What follows belongs to an exercise in optimizing a design on an open flow for small area, a short achievable clock period and few clock cycles per item; a production flow would make more cautious choices. RTL that was checked went through simulation tests only; none was proved equivalent to the original. Power and IR drop assume default switching activity.

== before ==
Design json_stream_tokenizer_top, start of the top module:
module json_stream_tokenizer_top (
  input  logic        clk,
  input  logic        rst,
  input  logic        in_valid,
  output logic        in_ready,
  input  logic        in_cmd,
  input  logic [7:0]  in_char_byte,
  output logic        out_valid,
  input  logic        out_ready,
  output logic [3:0]  out_event_res,
  output logic        out_number_is_real,
  output logic        out_in_key,
  output logic [20:0] out_code_point,
  output logic [1:0]  out_status,
  output logic [23:0] out_line_number,
  output logic [23:0] out_column_number,
  output logic        out_last_of_run
);
Size in the first run: ~1,200 cells after synthesis, ~170 flip-flops, roughly 93 I/O pins, about 9400 µm² of cells after synthesis.
==> flow/config.mk <==
export PLATFORM = sky130hd
export DESIGN_NAME = json_stream_tokenizer_top
export DESIGN_NICKNAME = json_stream_tokenizer_top
export VERILOG_FILES = /design/flow/design.v
export SDC_FILE = /design/flow/constraint.sdc
export NUM_CORES = 4
export LEC_CHECK = 0
export CAP_MARGIN = 20
export CORE_MARGIN = 2
export CORE_UTILIZATION = 40
export SETUP_SLACK_MARGIN = 3.3
export SLEW_MARGIN = 20
==> flow/constraint.sdc <==
create_clock -name core_clock -period 6.0 [get_ports {clk}]
set_input_delay 1.2000 -clock core_clock [delete_from_list [all_inputs] [get_ports {clk}]]
set_output_delay 1.2000 -clock core_clock [all_outputs]
set_load 0.01 [all_outputs]
standard.sh (not shown) runs the stock make flow with config.mk's settings and CLKGATE_MAP_FILE= SYNTH_SCRIPT=/design/flow/synth_recipe.tcl, a recipe that flattens the netlist after the stock synthesis.
==> flow/flow/run.sh <==
#!/bin/bash
# Standard layout, with the port buffers inserted as buf_2 cells instead of the
# delay-buffer cell that buffer_ports picks by default.
set -euo pipefail
export BUFFER_PORTS_ARGS="-buffer_cell sky130_fd_sc_hd__buf_2"
bash standard.sh finish > standard_finish.log 2>&1
before finished every stage and its layout cleared the timing, DRC and antenna checks.
Testbench counts of before, summed over its fixed seeds: cycles 48,368, bytes 48,352.
Modified inputs, after compared to before
-- flow/design.v --
<<< before, line 85
  logic              real_q, real0;
  logic              close_kind, close_kind0;
  logic [7:0]        b;
  logic              ws, dig, hexv;
>>> after, line 85
  logic              real_q, real0;
  logic              close_kind, close_kind0;
  logic [1:0]        status_q;
  logic              key_q, cpen_q;
  logic [7:0]        b;
  logic              ws, dig, hexv;
<<< before, line 337
      real_q      <= real0;
      close_kind  <= close_kind0;
    end else if (take && pend) begin
      ev     <= close_kind ? jst_pkg::EV_OBJ_CLOSE : jst_pkg::EV_ARR_CLOSE;
>>> after, line 339
      real_q      <= real0;
      close_kind  <= close_kind0;
      status_q    <= (state_next[4:2] == 3'b000) ? state_next[1:0] : 2'd0;
      key_q       <= str_key_next && (ev0 == jst_pkg::EV_STR_CHAR || ev0 == jst_pkg::EV_KEY_END);
      cpen_q      <= ev0 == jst_pkg::EV_STR_CHAR || ev0 == jst_pkg::EV_NUM_CHAR;
    end else if (take && pend) begin
      ev     <= close_kind ? jst_pkg::EV_OBJ_CLOSE : jst_pkg::EV_ARR_CLOSE;
<<< before, line 353
  assign out_event_res      = ev;
  assign out_number_is_real = real_q;
  assign out_in_key         = str_key && (ev == jst_pkg::EV_STR_CHAR || ev == jst_pkg::EV_KEY_END);
  assign out_code_point     = (ev == jst_pkg::EV_STR_CHAR || ev == jst_pkg::EV_NUM_CHAR) ? cp : '0;
  assign out_status         = (state[4:2] == 3'b000) ? state[1:0] : 2'd0;
  assign out_line_number    = line;
  assign out_column_number  = col;
>>> after, line 358
  assign out_event_res      = ev;
  assign out_number_is_real = real_q;
  assign out_in_key         = key_q;
  assign out_code_point     = cp & {CpW{cpen_q}};
  assign out_status         = status_q;
  assign out_line_number    = line;
  assign out_column_number  = col;
<<< before, line 374
  output logic       pend         
);
  logic a_v, a_v_next, out_valid_next, take, in_acc;
  logic free_q;   
  assign take     = out_valid && out_ready;
  assign go       = a_v && (!out_valid || (out_ready && !pend));
  assign in_ready = free_q || (out_ready && !pend);
  assign in_acc   = in_valid && in_ready;
  always_comb begin
    a_v_next       = in_ready ? in_valid : a_v;
    out_valid_next = go ? 1'b1 : (take && !pend) ? 1'b0 : out_valid;
    if (rst) begin
      a_v_next       = 1'b0;
      out_valid_next = 1'b0;
    end
  end
  always_ff @(posedge clk) begin
    a_v       <= a_v_next;
    out_valid <= out_valid_next;
    free_q    <= !a_v_next || !out_valid_next;
  end
  always_ff @(posedge clk) begin
    if (in_acc) begin
      cmd       <= in_cmd;
      char_byte <= in_char_byte;
    end
  end
  always_ff @(posedge clk) begin
>>> after, line 379
  output logic       pend         
);
  logic       a_v, b_v;
  logic       b_cmd;
  logic [7:0] b_byte;
  logic       take, in_acc, a_free;
  assign take     = out_valid && out_ready;
  assign go       = a_v && (!out_valid || (out_ready && !pend));
  assign in_ready = !b_v;
  assign in_acc   = in_valid && !b_v;
  assign a_free   = go || !a_v;
  always_ff @(posedge clk) begin
    if (rst) begin
      a_v <= 1'b0;
      b_v <= 1'b0;
    end else if (a_free) begin
      a_v <= b_v || in_acc;
      b_v <= 1'b0;
    end else if (in_acc) begin
      b_v <= 1'b1;
    end
  end
  always_ff @(posedge clk) begin
    if (a_free && b_v) begin
      cmd       <= b_cmd;
      char_byte <= b_byte;
    end else if (a_free && in_acc) begin
      cmd       <= in_cmd;
      char_byte <= in_char_byte;
    end
    if (!a_free && in_acc) begin
      b_cmd  <= in_cmd;
      b_byte <= in_char_byte;
    end
  end
  always_ff @(posedge clk) begin
    if (rst) out_valid <= 1'b0;
    else if (go) out_valid <= 1'b1;
    else if (take && !pend) out_valid <= 1'b0;
  end
  always_ff @(posedge clk) begin
==> results.txt <==
Of after and before, it is after that has the higher global-route wire length before repair. [compare] base=before new=after: number of tap cells inserted shows an increase of 3.4%; design area now larger; compound-gate portion of the synthesized area dropped 2.5 points; final cell count rose by about 6%; number of fillers in the final layout climbed 160. Re number of clock buffers inserted by TritonCTS: no difference whatsoever between before and after. Row final-layout clock buffer total: after higher / before lower. Total stage count of the critical path for after: 4 up relative to before. Maximum cell stage delay along the critical path ended up 0.14 ns higher on after than on before. Final critical-path required period delta for after relative to before: 0.011 ns higher. after against before: area of the multi-input gates +620 µm², share of the clock period used by the worst path after layout +0.19 points.
Testbench counts of after, summed over its fixed seeds: cycles 48,368, bytes 48,352.

json_stream_tokenizer_top, a different RTL version from the one above (not shown whole).
Size in the first run: ~1200 cells after synthesis, about 170 flip-flops, about 93 I/O pins, about 0.0094 mm2 of cells after synthesis.
clock: 6.0 ns
lec_check: 0
cap_margin: 20
core_margin: 2
core_utilization: 40
setup_slack_margin: 3.15
slew_margin: 20
Scripts as last shown in full above: flow/flow/run.sh
Testbench counts at the start, summed over its fixed seeds: cycles 48,368, bytes 48,352.
Rerun with:
--- a/flow/design.v
+++ b/flow/design.v
@@ -80,15 +80,14 @@
   logic              push, pop, push_kind;
   logic [CntW-1:0]   line, line_next;
   logic [CntW-1:0]   col, col_next;
   logic [CpW-1:0]    cp, cp_next;
   logic [3:0]        ev, ev0;
   logic              real_q, real0;
   logic              close_kind, close_kind0;
-  logic              cpen_q;         
   logic [7:0]        b;
   logic              ws, dig, hexv;
   logic [3:0]        hv;
   logic              in_num, num_cont, top_obj, dnz, d1;
   logic [4:0]        vdone;
   localparam logic [CntW-1:0] CntMax = '1;
   assign b       = char_byte;
@@ -333,15 +332,14 @@
   end
   always_ff @(posedge clk) begin
     if (acc) begin
       just_opened <= just_opened_next;
       ev          <= ev0;
       real_q      <= real0;
       close_kind  <= close_kind0;
-      cpen_q      <= ev0 == jst_pkg::EV_STR_CHAR || ev0 == jst_pkg::EV_NUM_CHAR;
     end else if (take && pend) begin
       ev     <= close_kind ? jst_pkg::EV_OBJ_CLOSE : jst_pkg::EV_ARR_CLOSE;
       real_q <= 1'b0;
     end
   end
   logic sh_push, sh_pop, sh_hold;
   assign sh_push = acc && push;
@@ -351,15 +349,15 @@
     stk <= ({stk[MaxDepth-2:0], push_kind} & {MaxDepth{sh_push}}) |
            ({1'b0, stk[MaxDepth-1:1]} & {MaxDepth{sh_pop}}) |
            (stk & {MaxDepth{sh_hold}});
   end
   assign out_event_res      = ev;
   assign out_number_is_real = real_q;
   assign out_in_key         = str_key && (ev == jst_pkg::EV_STR_CHAR || ev == jst_pkg::EV_KEY_END);
-  assign out_code_point     = cp & {CpW{cpen_q}};
+  assign out_code_point     = (ev == jst_pkg::EV_STR_CHAR || ev == jst_pkg::EV_NUM_CHAR) ? cp : '0;
   assign out_status         = (state[4:2] == 3'b000) ? state[1:0] : 2'd0;
   assign out_line_number    = line;
   assign out_column_number  = col;
 endmodule
 module jst_queue (
   input  logic       clk,
   input  logic       rst,
Register-to-register slack degrades by 30 ps. Non-clock buffer count came out lower by 3. Power hardly moves. Sequential power barely changes. Global-route usage went down by 0.20 points. Synthesized cell count fell by 0.78%. Hold slack is better by 21 ps. Combinational power rises by about 8%. Sequential share of layout area decreases by 0.41 points. Wire length decreases by 2.4%. Design area is about the same. Setup slack gets worse by 41 ps. Area after synthesis stays flat. Utilization is higher by 0.10 points.
Testbench counts after the change, summed over its fixed seeds: cycles 48,368, bytes 48,352.

raven:
Another version of the RTL of json_stream_tokenizer_top (not shown whole).
For scale: roughly 1200 cells after synthesis, roughly 180 flip-flops, ~93 I/O pins, roughly 10000 um2 of cells after synthesis.
## json_stream_tokenizer_top
module json_stream_tokenizer_top (
  input  logic        clk,
  input  logic        rst,
  input  logic        in_valid,
  output logic        in_ready,
  input  logic        in_cmd,
  input  logic [7:0]  in_char_byte,
  output logic        out_valid,
  input  logic        out_ready,
  output logic [3:0]  out_event_res,
  output logic        out_number_is_real,
  output logic        out_in_key,
  output logic [20:0] out_code_point,
  output logic [1:0]  out_status,
  output logic [23:0] out_line_number,
  output logic [23:0] out_column_number,
  output logic        out_last_of_run
);
  logic       go, take, pend, two;
  logic       cmd;
  logic [7:0] char_byte;
  logic [jst_pkg::NFlags-1:0] flags;
  assign take = out_valid && out_ready;
  jst_queue u_queue (
    .clk       (clk),
    .rst       (rst),
    .in_valid  (in_valid),
    .in_ready  (in_ready),
    .in_cmd    (in_cmd),
    .in_char_byte (in_char_byte),
    .out_ready (out_ready),
    .out_valid (out_valid),
    .two       (two),
    .go        (go),
    .cmd       (cmd),
    .char_byte (char_byte),
    .flags     (flags),
    .pend      (pend)
  );
  jst_core u_core (
    .clk                (clk),
    .rst                (rst),
    .acc                (go),
    .take               (take),
    .pend               (pend),
    .cmd                (cmd),
    .char_byte          (char_byte),
    .flags              (flags),
    .two                (two),
    .out_event_res      (out_event_res),
    .out_number_is_real (out_number_is_real),
    .out_in_key         (out_in_key),
    .out_code_point     (out_code_point),
    .out_status         (out_status),
    .out_line_number    (out_line_number),
    .out_column_number  (out_column_number)
  );
  assign out_last_of_run = !pend;
endmodule
Settings: LEC_CHECK=0, CAP_MARGIN=20, CORE_MARGIN=2, CORE_UTILIZATION=40, SETUP_SLACK_MARGIN=3.2, SLEW_MARGIN=20; clock period 6.0 ns.
Scripts as last shown in full above: flow/flow/run.sh
raven: all stages complete, timing, DRC and antenna checks passed
Input-level comparison between yarrow and raven:
-- flow/design.v --
<<< raven, line 119
  logic              real_q, real0;
  logic              close_kind, close_kind0;
  logic [1:0]        status_q;
  logic              key_q, cpen_q;
  logic [7:0]        b;
  logic              ws, nl, dig, hexv, ctrl, quote, bsl, comma, rbrk, rbrc, lbrk, lbrc;
>>> yarrow, line 119
  logic              real_q, real0;
  logic              close_kind, close_kind0;
  logic [7:0]        b;
  logic              ws, nl, dig, hexv, ctrl, quote, bsl, comma, rbrk, rbrc, lbrk, lbrc;
<<< raven, line 382
      real_q      <= real0;
      close_kind  <= close_kind0;
      status_q    <= (state_next[4:2] == 3'b000) ? state_next[1:0] : 2'd0;
      key_q       <= str_key_next && (ev0 == jst_pkg::EV_STR_CHAR || ev0 == jst_pkg::EV_KEY_END);
      cpen_q      <= ev0 == jst_pkg::EV_STR_CHAR || ev0 == jst_pkg::EV_NUM_CHAR;
    end else if (take && pend) begin
      ev     <= close_kind ? jst_pkg::EV_OBJ_CLOSE : jst_pkg::EV_ARR_CLOSE;
>>> yarrow, line 380
      real_q      <= real0;
      close_kind  <= close_kind0;
    end else if (take && pend) begin
      ev     <= close_kind ? jst_pkg::EV_OBJ_CLOSE : jst_pkg::EV_ARR_CLOSE;
<<< raven, line 401
  assign out_event_res      = ev;
  assign out_number_is_real = real_q;
  assign out_in_key         = key_q;
  assign out_code_point     = cp & {CpW{cpen_q}};
  assign out_status         = status_q;
  assign out_line_number    = line;
  assign out_column_number  = col;
>>> yarrow, line 396
  assign out_event_res      = ev;
  assign out_number_is_real = real_q;
  assign out_in_key         = str_key && (ev == jst_pkg::EV_STR_CHAR || ev == jst_pkg::EV_KEY_END);
  assign out_code_point     = (ev == jst_pkg::EV_STR_CHAR || ev == jst_pkg::EV_NUM_CHAR) ? cp : '0;
  assign out_status         = (state[4:2] == 3'b000) ? state[1:0] : 2'd0;
  assign out_line_number    = line;
  assign out_column_number  = col;
<<< raven, line 425
  logic a_v, a_v_next, out_valid_next, take, in_acc;
  logic free_q;   
  assign take     = out_valid && out_ready;
  assign go       = a_v && (!out_valid || (out_ready && !pend));
  assign in_ready = free_q || (out_ready && !pend);
  assign in_acc   = in_valid && in_ready;
  always_comb begin
>>> yarrow, line 420
  logic a_v, a_v_next, out_valid_next, take, in_acc;
  logic free_q;   
  logic npend;    
  assign take     = out_valid && out_ready;
  assign go       = a_v && (!out_valid || (out_ready && !pend));
  assign in_ready = free_q || (out_ready && npend);
  assign in_acc   = in_valid && in_ready;
  always_comb begin
<<< raven, line 450
  end
  always_ff @(posedge clk) begin
    if (go) pend <= two;
    else if (take) pend <= 1'b0;
  end
endmodule
>>> yarrow, line 446
  end
  always_ff @(posedge clk) begin
    if (go) begin
      pend  <= two;
      npend <= !two;
    end else if (take) begin
      pend  <= 1'b0;
      npend <= 1'b1;
    end
  end
endmodule
Notes after the runs:
- When yarrow is set beside raven, its worst-case headroom to the max-slew limit turns out to be 16 points larger.
- yarrow does better than raven on final cell area excluding filler cells.
- Number of buffers outside the clock class in the layout (lower): yarrow
- Comparing the two runs side by side, yarrow comes out ahead of raven on time the final worst path needs with I/O delays and setup.
- Against raven as the reference, yarrow delivers a lower basic-gate share of the synthesized area counting and, or, nand and nor cells.
- [compare] base=raven new=yarrow: global-route usage -0.39 points; effective utilization at floorplan -0.16 points.
No run of this note included a check of the RTL's function; only the layout flow was run.

-- re-timing with driven ports --
The results above use ideal ports. As a check the final layouts listed here were re-extracted and re-timed, cells and wires unchanged. Step 1 (the two cells are an assumption about what drives the block):
set clk [get_ports {clk}]
set_driving_cell -lib_cell sky130_fd_sc_hd__clkbuf_16 $clk
set_driving_cell -lib_cell sky130_fd_sc_hd__buf_2 [delete_from_list [all_inputs] $clk]
Step 2 also shifts input and output timing later by t, the mid clock arrival at the registers, as if the neighbouring blocks saw the same clock. Slacks: no drivers / after step 1 / after step 2; pairs: no drivers / after step 1.
| run | shift t [ns] | slack for setup (ns) | pins driven straight from the clock port |
|---|---|---|---|
| before | 0.477 | 3.177 / 3.130 / 2.955 | 1 |
| after | 0.480 | 3.166 / 3.166 / 2.945 | 1 |
| the first run of note 2 | 0.475 | 3.179 / 3.128 / 2.805 | 1 |
| the second run of note 2 | 0.477 | 3.139 / 3.090 / 2.720 | 1 |
| raven | 0.489 | 3.012 / 2.967 / 2.890 | 1 |
| yarrow | 0.477 | 3.158 / 3.107 / 2.793 | 1 |
After both steps every run listed still meets setup and hold. For the second run of note 2, which loses most, drivers alone change the setup slack by -0.049 ns; drivers and shift together by -0.419 ns.
